What follows belongs to an exercise in optimizing a design on an open flow for small area, a short achievable clock period and few clock cycles per item; a production flow would make more cautious choices. The RTL was checked by simulation tests, not by an equivalence proof against the original design. Power is estimated from default activity; no workload was simulated.

==> build 34: inputs <==
==> flow/design.v (excerpt) <==
module sha256_hash_engine (
   input  logic        clock,
   input  logic        reset,
   input  logic        req_valid,
   output logic        req_ready,
   input  logic [7:0]  req_data_byte,
   input  logic        req_byte_present,
   input  logic        req_message_end,
   output logic        rsp_valid,
   input  logic        rsp_ready,
   output logic [31:0] rsp_digest_word,
   output logic [2:0]  rsp_word_index,
   output logic        rsp_last_word
);
Settings: LEC_CHECK=0, CAP_MARGIN=20, CORE_MARGIN=2, CORE_UTILIZATION=50, CTS_CLUSTER_DIAMETER=100, CTS_CLUSTER_SIZE=20, PLACE_DENSITY=0.7, SETUP_SLACK_MARGIN=5, SLEW_MARGIN=20; clock period 10.0 ns.
run.sh (not shown) runs the stock make flow with config.mk's settings and CLKGATE_MAP_FILE= SYNTH_SCRIPT=/design/flow/synth_recipe.tcl, a recipe that flattens the netlist after the stock synthesis.
==> inputs of trial 17, as changes to build 34 <==
--- a/flow/design.v
+++ b/flow/design.v
@@ -205,17 +205,17 @@
    logic [3:0]  srot;                   
    logic        w_valid, w_valid_n;     
    logic        w_first, w_first_n, w_final, w_final_n;
    logic        cur_final, cur_final_n;  
    logic        fold_pend, fold_pend_n;  
    logic        out_busy, out_busy_n;   
    logic [2:0]  oidx, oidx_n;
    logic [7:0]  osel, osel_n;           
-   logic        xfer, xfer_n, ib_free, req_take, pad_step, ib_shift, rnd_en, ld_en;
+   logic        xfer, ib_free, req_take, pad_step, ib_shift, rnd_en, ld_en;
    logic        fold_en, out_take, reinit;
    logic [3:0]  wi;
    logic [1:0]  kb;
    logic        mh;
    logic [31:0] len_hi, len_lo, pad_word, mark_word, hash_word, w0;
    assign req_ready = rdy_ff;
    assign xfer    = blk_rdy && ((!run && !lcyc) || (run && kn == 6'd0) || (lcyc && !w_valid));
    assign ib_free = !blk_rdy || xfer;
@@ -353,18 +353,16 @@
       end else if (out_take) begin
          oidx_n = oidx + 3'd1;
          osel_n = {osel[6:0], osel[7]};
          if (oidx == 3'd7) begin
             out_busy_n = 1'b0;
          end
       end
    end
-   assign xfer_n = blk_rdy_n && ((!run_n && !lcyc_n) || (run_n && kn_n == 6'd0) ||
-                                 (lcyc_n && !w_valid_n));
    assign stall_n = (rnd_en && kn == 6'd61 && out_busy) ||
                     (stall && (out_busy || srot != 4'd15));
    always_ff @(posedge clock) begin
       if (reset) begin
          rdy_ff    <= 1'b0;
          fill      <= 6'd0;
          blk_rdy   <= 1'b0;
          blk_final <= 1'b0;
@@ -383,17 +381,17 @@
          w_first   <= 1'b1;
          w_final   <= 1'b0;
          cur_final <= 1'b0;
          fold_pend <= 1'b0;
          out_busy  <= 1'b0;
          oidx      <= 3'd0;
          osel      <= 8'h01;
       end else begin
-         rdy_ff    <= !pad_n && (!blk_rdy_n || xfer_n);
+         rdy_ff    <= !pad_n && !blk_rdy_n;
          fill      <= fill_n;
          blk_rdy   <= blk_rdy_n;
          blk_final <= blk_final_n;
          msg_first <= msg_first_n;
          pad       <= pad_n;
          mark_owed <= mark_owed_n;
          mark_hi   <= mark_hi_n;
          blkcnt    <= blkcnt_n;
==> flow/config.mk (replaced) <==
export PLATFORM = sky130hd
export DESIGN_NAME = sha256_hash_engine
export DESIGN_NICKNAME = sha256_hash_engine
export VERILOG_FILES = /design/flow/design.v
export SDC_FILE = /design/flow/constraint.sdc
export NUM_CORES = 4
export LEC_CHECK = 0
export CAP_MARGIN = 20
export CORE_MARGIN = 2
export CORE_UTILIZATION = 40
export PLACE_DENSITY = 0.6
export SETUP_SLACK_MARGIN = 5
export SLEW_MARGIN = 20
==> results.py <==
metrics = {
    "outcome": {
        "outcome": "timing/DRC/antenna clean",
    },
    "setup_path": {
        "path_buf_inv": 2,
    },
    "cells_and_area": {
        "final-clk-cell-share_pct": 6.86,
        "inv_count": 571,
    },
    "place": {
        "placed_cells": 10800,
    },
    "grt": {
        "grtUsageMet1_pct": 35.7,
    },
    "power": {
        "combPwrFrac_pct": 52.0,
    },
}
[end of results for trial 17]
==> results.py <==
metrics = {
    "power": {
        "p_sw_uw": 12900,
        "combPwrFrac_pct": 54.3,
    },
    "place": {
        "placed_cells": 10400,
    },
    "setup_path": {
        "path_buf_inv": 1,
    },
    "outcome": {
        "outcome": "timing/DRC/antenna clean",
    },
    "cells_and_area": {
        "final-clk-cell-share_pct": 3.34,
    },
    "grt": {
        "grtUsageMet1_pct": 43.8,
    },
}
[end of results for build 34]
Testbench counts of build 34, summed over its fixed seeds: cycles 23,898, messages 192.
Testbench counts of trial 17, summed over its fixed seeds: cycles 24,047, messages 192.

==> afterwards: timing with drivers on the ports <==
Ports are ideal in the flow. The routed layouts listed here were re-timed in OpenROAD. Step 1: set_driving_cell puts a clkbuf_16 on clock and a buf_2 on each other input, an assumption about the parent block. Step 2 times the ports against the registers' clock, not the clock port: input delays grow and output delays shrink by t, the midpoint of the rising clock arrivals with the driver on. Slacks: ideal / step 1 / step 2; pairs: ideal / step 1.
run | t (ns) | setup WS [ns] | worst setup path at the end
build 34 | 0.824 | 4.715 / 4.715 / 4.516 | input to register
trial 17 | 0.907 | 4.964 / 4.947 / 4.273 | input to register
After both steps every run listed still meets setup and hold. For trial 17, which loses most, drivers alone change the setup slack by -0.017 ns; drivers and shift together by -0.691 ns.
